Background: an optimization exercise with open tools, aiming at small area, a short achievable clock period and few clock cycles. Do not read the settings as production practice. RTL that was checked went through simulation tests only; none was proved equivalent to the original. Power is estimated from default activity; no workload was simulated.

==> module systolic_array_os, before the edit <==
module systolic_array_os #(
  parameter int unsigned ROW   = sys_array_pkg::DefaultRow,
  parameter int unsigned COL   = sys_array_pkg::DefaultCol,
  parameter int unsigned ES    = sys_array_pkg::DefaultEs,
  parameter int unsigned K_MAX = sys_array_pkg::DefaultKMax,
  parameter int unsigned ACC_W = 2 * ES + $clog2(K_MAX)
) (
  input  logic                         clk,
  input  logic                         rst_n,
  input  logic                         start,
  input  logic [$clog2(K_MAX+1)-1:0]   k_len,
  input  logic                         signed_mode,
  input  logic                         in_vld,
  output logic                         in_rdy,
  input  logic [ROW*ES-1:0]            a_vec,
  input  logic [COL*ES-1:0]            b_vec,
  output logic                         out_vld,
  input  logic                         out_rdy,
  output logic [COL*ACC_W-1:0]         out_row,
  output logic [$clog2(ROW)-1:0]       out_row_idx,
  output logic                         out_last,
  output logic                         busy,
  output logic                         done
);
  localparam int unsigned KW = $clog2(K_MAX + 1);
  localparam int unsigned RW = $clog2(ROW);
  logic          r_feed;       
  logic          r_zero;       
  logic          r_first;      
  logic [KW-1:0] r_k_rem;      
  logic          r_signed;
  logic [ES-1:0] r_a_n [ROW];
  logic [ES-1:0] r_b_n [COL];
  logic [ROW-1:0] r_clr;       
  logic          r_last;       
  logic          r_out_vld;
  logic [RW-1:0] r_row;
  logic          r_row_last;   
  logic [ROW-1:0] r_row_sel;   
  logic          r_rdy_any;    
  logic          r_rdy_last;   
  logic [KW-1:0]    w_k_clamp;
  logic             w_start, w_acc_free, w_in_rdy, w_fire, w_issue, w_xfer;
  logic             w_feed_d, w_zero_d, w_first_d, w_last_d, w_out_vld_d, w_row_last_d;
  logic [RW-1:0]    w_row_d;
  logic [ACC_W-1:0] w_acc [ROW][COL];
  assign w_k_clamp = (k_len > KW'(K_MAX)) ? KW'(K_MAX) : k_len;
  assign w_start   = start & ~busy;
  assign w_xfer    = r_out_vld & out_rdy;
  assign w_acc_free = ~r_last & (~r_out_vld | (r_row_last & out_rdy));
  assign w_in_rdy   = r_rdy_any | (r_rdy_last & out_rdy);
  assign w_fire     = in_vld & w_in_rdy;
  assign w_issue    = w_fire | (r_zero & w_acc_free);
  always_comb begin
    w_feed_d  = r_feed;
    w_zero_d  = r_zero;
    w_first_d = r_first;
    if (w_start) begin
      w_feed_d  = (w_k_clamp != '0);
      w_zero_d  = (w_k_clamp == '0);
      w_first_d = 1'b1;
    end else begin
      if (w_fire) begin
        w_first_d = 1'b0;
        if (r_k_rem == KW'(1)) w_feed_d = 1'b0;
      end
      if (r_zero && w_acc_free) w_zero_d = 1'b0;
    end
    w_last_d     = w_issue & (r_zero | (r_k_rem == KW'(1)));
    w_out_vld_d  = r_out_vld;
    w_row_d      = r_row;
    w_row_last_d = r_row_last;
    if (r_last) begin
      w_out_vld_d  = 1'b1;
      w_row_d      = '0;
      w_row_last_d = 1'b0;
    end else if (w_xfer) begin
      w_out_vld_d  = ~r_row_last;
      w_row_d      = r_row + RW'(1);
      w_row_last_d = (r_row == RW'(ROW - 2));
    end
  end
  always_ff @(posedge clk) begin
    if (!rst_n) begin
      r_feed     <= 1'b0;
      r_zero     <= 1'b0;
      r_first    <= 1'b0;
      r_clr      <= '1;
      r_last     <= 1'b0;
      r_out_vld  <= 1'b0;
      r_row      <= '0;
      r_row_last <= 1'b0;
      r_row_sel  <= '0;
      r_rdy_any  <= 1'b0;
      r_rdy_last <= 1'b0;
    end else begin
      r_feed     <= w_feed_d;
      r_zero     <= w_zero_d;
      r_first    <= w_first_d;
      r_clr      <= {ROW{w_xfer}} & r_row_sel;
      r_last     <= w_last_d;
      r_out_vld  <= w_out_vld_d;
      r_row      <= w_row_d;
      r_row_last <= w_row_last_d;
      for (int r = 0; r < ROW; r++) r_row_sel[r] <= w_out_vld_d & (w_row_d == RW'(r));
      r_rdy_any  <= w_feed_d & (~w_first_d | (~w_last_d & ~w_out_vld_d));
      r_rdy_last <= w_feed_d & w_first_d & ~w_last_d & w_row_last_d;
    end
  end
  always_ff @(posedge clk) begin
    if (w_start) begin
      r_k_rem <= w_k_clamp;
    end else if (w_fire) begin
      r_k_rem <= r_k_rem - KW'(1);
    end
  end
  always_ff @(posedge clk) begin
    if (!rst_n) begin
      r_signed <= 1'b0;
    end else if (w_start) begin
      r_signed <= signed_mode;
    end
  end
  always_ff @(posedge clk) begin
    for (int r = 0; r < ROW; r++) r_a_n[r] <= ~((w_fire & rst_n) ? a_vec[r*ES +: ES] : '0);
    for (int c = 0; c < COL; c++) r_b_n[c] <= ~b_vec[c*ES +: ES];
  end
  for (genvar gr = 0; gr < ROW; gr++) begin : g_row
    for (genvar gc = 0; gc < COL; gc++) begin : g_col
      pe_mac #(
        .ES   (ES),
        .ACC_W(ACC_W)
      ) u_pe (
        .clk     (clk),
        .i_clr   (r_clr[gr]),
        .i_signed(r_signed),
        .i_a     (~r_a_n[gr]),
        .i_b     (~r_b_n[gc]),
        .o_acc   (w_acc[gr][gc])
      );
    end
  end
  always_comb begin
    out_row = '0;
    for (int r = 0; r < ROW; r++)
      for (int c = 0; c < COL; c++)
        out_row[c*ACC_W +: ACC_W] = out_row[c*ACC_W +: ACC_W] | (w_acc[r][c] & {ACC_W{r_row_sel[r]}});
  end
  assign in_rdy      = w_in_rdy;
  assign out_vld     = r_out_vld;
  assign out_row_idx = r_row;
  assign out_last    = r_row_last;
  assign busy        = r_feed | r_zero;
  assign done        = r_row_last & out_rdy;
endmodule
Settings: LEC_CHECK=0, CAP_MARGIN=5, CORE_MARGIN=2, CORE_UTILIZATION=60, SLEW_MARGIN=5; clock period 10.0 ns.
standard.sh (not shown) runs the stock make flow with config.mk's settings and CLKGATE_MAP_FILE= SYNTH_SCRIPT=/design/flow/synth_recipe.tcl, a recipe that flattens the netlist after the stock synthesis.
==> flow/flow/run.sh <==
#!/bin/bash
# Standard ORFS layout with three changes:
#  - synthesis skips Yosys's early "abc -fast", so full adders are extracted from the
#    RTL's own adder expressions (no inverters between adder cells); registers are
#    unchanged,
#  - ports are buffered with buf_2 instead of a delay buffer,
#  - repair_timing aims at a tighter setup margin.
set -u
sed -e 's/synth -nofsm -noshare/synth -nofsm -noshare -noabc/' synth_recipe.tcl > synth_noabc.tcl
bash standard.sh SYNTH_SCRIPT=$PWD/synth_noabc.tcl SETUP_SLACK_MARGIN=5.3 \
  "BUFFER_PORTS_ARGS=-buffer_cell sky130_fd_sc_hd__buf_2" finish > standard.log 2>&1
Testbench counts at the start, summed over its fixed seeds: cycles 12,017.
Then changed:
--- a/flow/design.v
+++ b/flow/design.v
@@ -593,21 +593,15 @@
     end
   end
   always_ff @(posedge clk) begin
     if (w_start) begin
-      r_k_rem <= w_k_clamp;
+      r_k_rem  <= w_k_clamp;
+      r_signed <= signed_mode;
     end else if (w_fire) begin
       r_k_rem <= r_k_rem - KW'(1);
     end
   end
   always_ff @(posedge clk) begin
-    if (!rst_n) begin
-      r_signed <= 1'b0;
-    end else if (w_start) begin
-      r_signed <= signed_mode;
-    end
-  end
-  always_ff @(posedge clk) begin
     for (int r = 0; r < ROW; r++) r_a_n[r] <= ~((w_fire & rst_n) ? a_vec[r*ES +: ES] : '0);
     for (int c = 0; c < COL; c++) r_b_n[c] <= ~b_vec[c*ES +: ES];
   end
   for (genvar gr = 0; gr < ROW; gr++) begin : g_row
What happened: Wire length falls by 3.0%; global-route usage falls by 0.33 points; power rises by 43%; worst hold slack loses 0.038 ns; non-clock buffer count falls by 4; via count falls by 0.91%; worst setup slack gains 0.054 ns; critical path depth rises by 11; clock power rises by about 7%; synthesized cell count stays flat; synthesized area is about the same; sequential power rises by 12%; core utilization rises by 0.42 points.
Only the layout flow was run in the second run of this note; the RTL was not checked for function there.

[re-timing with driven ports]
The results above use ideal ports. As a check the final layouts listed here were re-extracted and re-timed, cells and wires unchanged.
Step 1 (the two cells are an assumption about what drives the block):
set clk [get_ports {clk}]
set_driving_cell -lib_cell sky130_fd_sc_hd__clkbuf_16 $clk
set_driving_cell -lib_cell sky130_fd_sc_hd__buf_2 [delete_from_list [all_inputs] $clk]
Step 2 times the ports against the registers' clock, not the clock port: input delays grow and output delays shrink by t, the midpoint of the rising clock arrivals with the driver on.
Three values: ideal, step 1, step 2; two values: the first two.
| run | shift t [ns] | setup slack, ns | slew at the worst register clock pin (ns) | worst data-port slew with drivers (ns) |
|---|---|---|---|---|
| the first run | 0.727 | 5.334 / 5.270 / 5.383 | 0.07 / 0.07 | 0.05 |
| the second run | 0.734 | 5.388 / 5.329 / 5.388 | 0.07 / 0.07 | 0.05 |
After both steps every run listed still meets setup and hold.
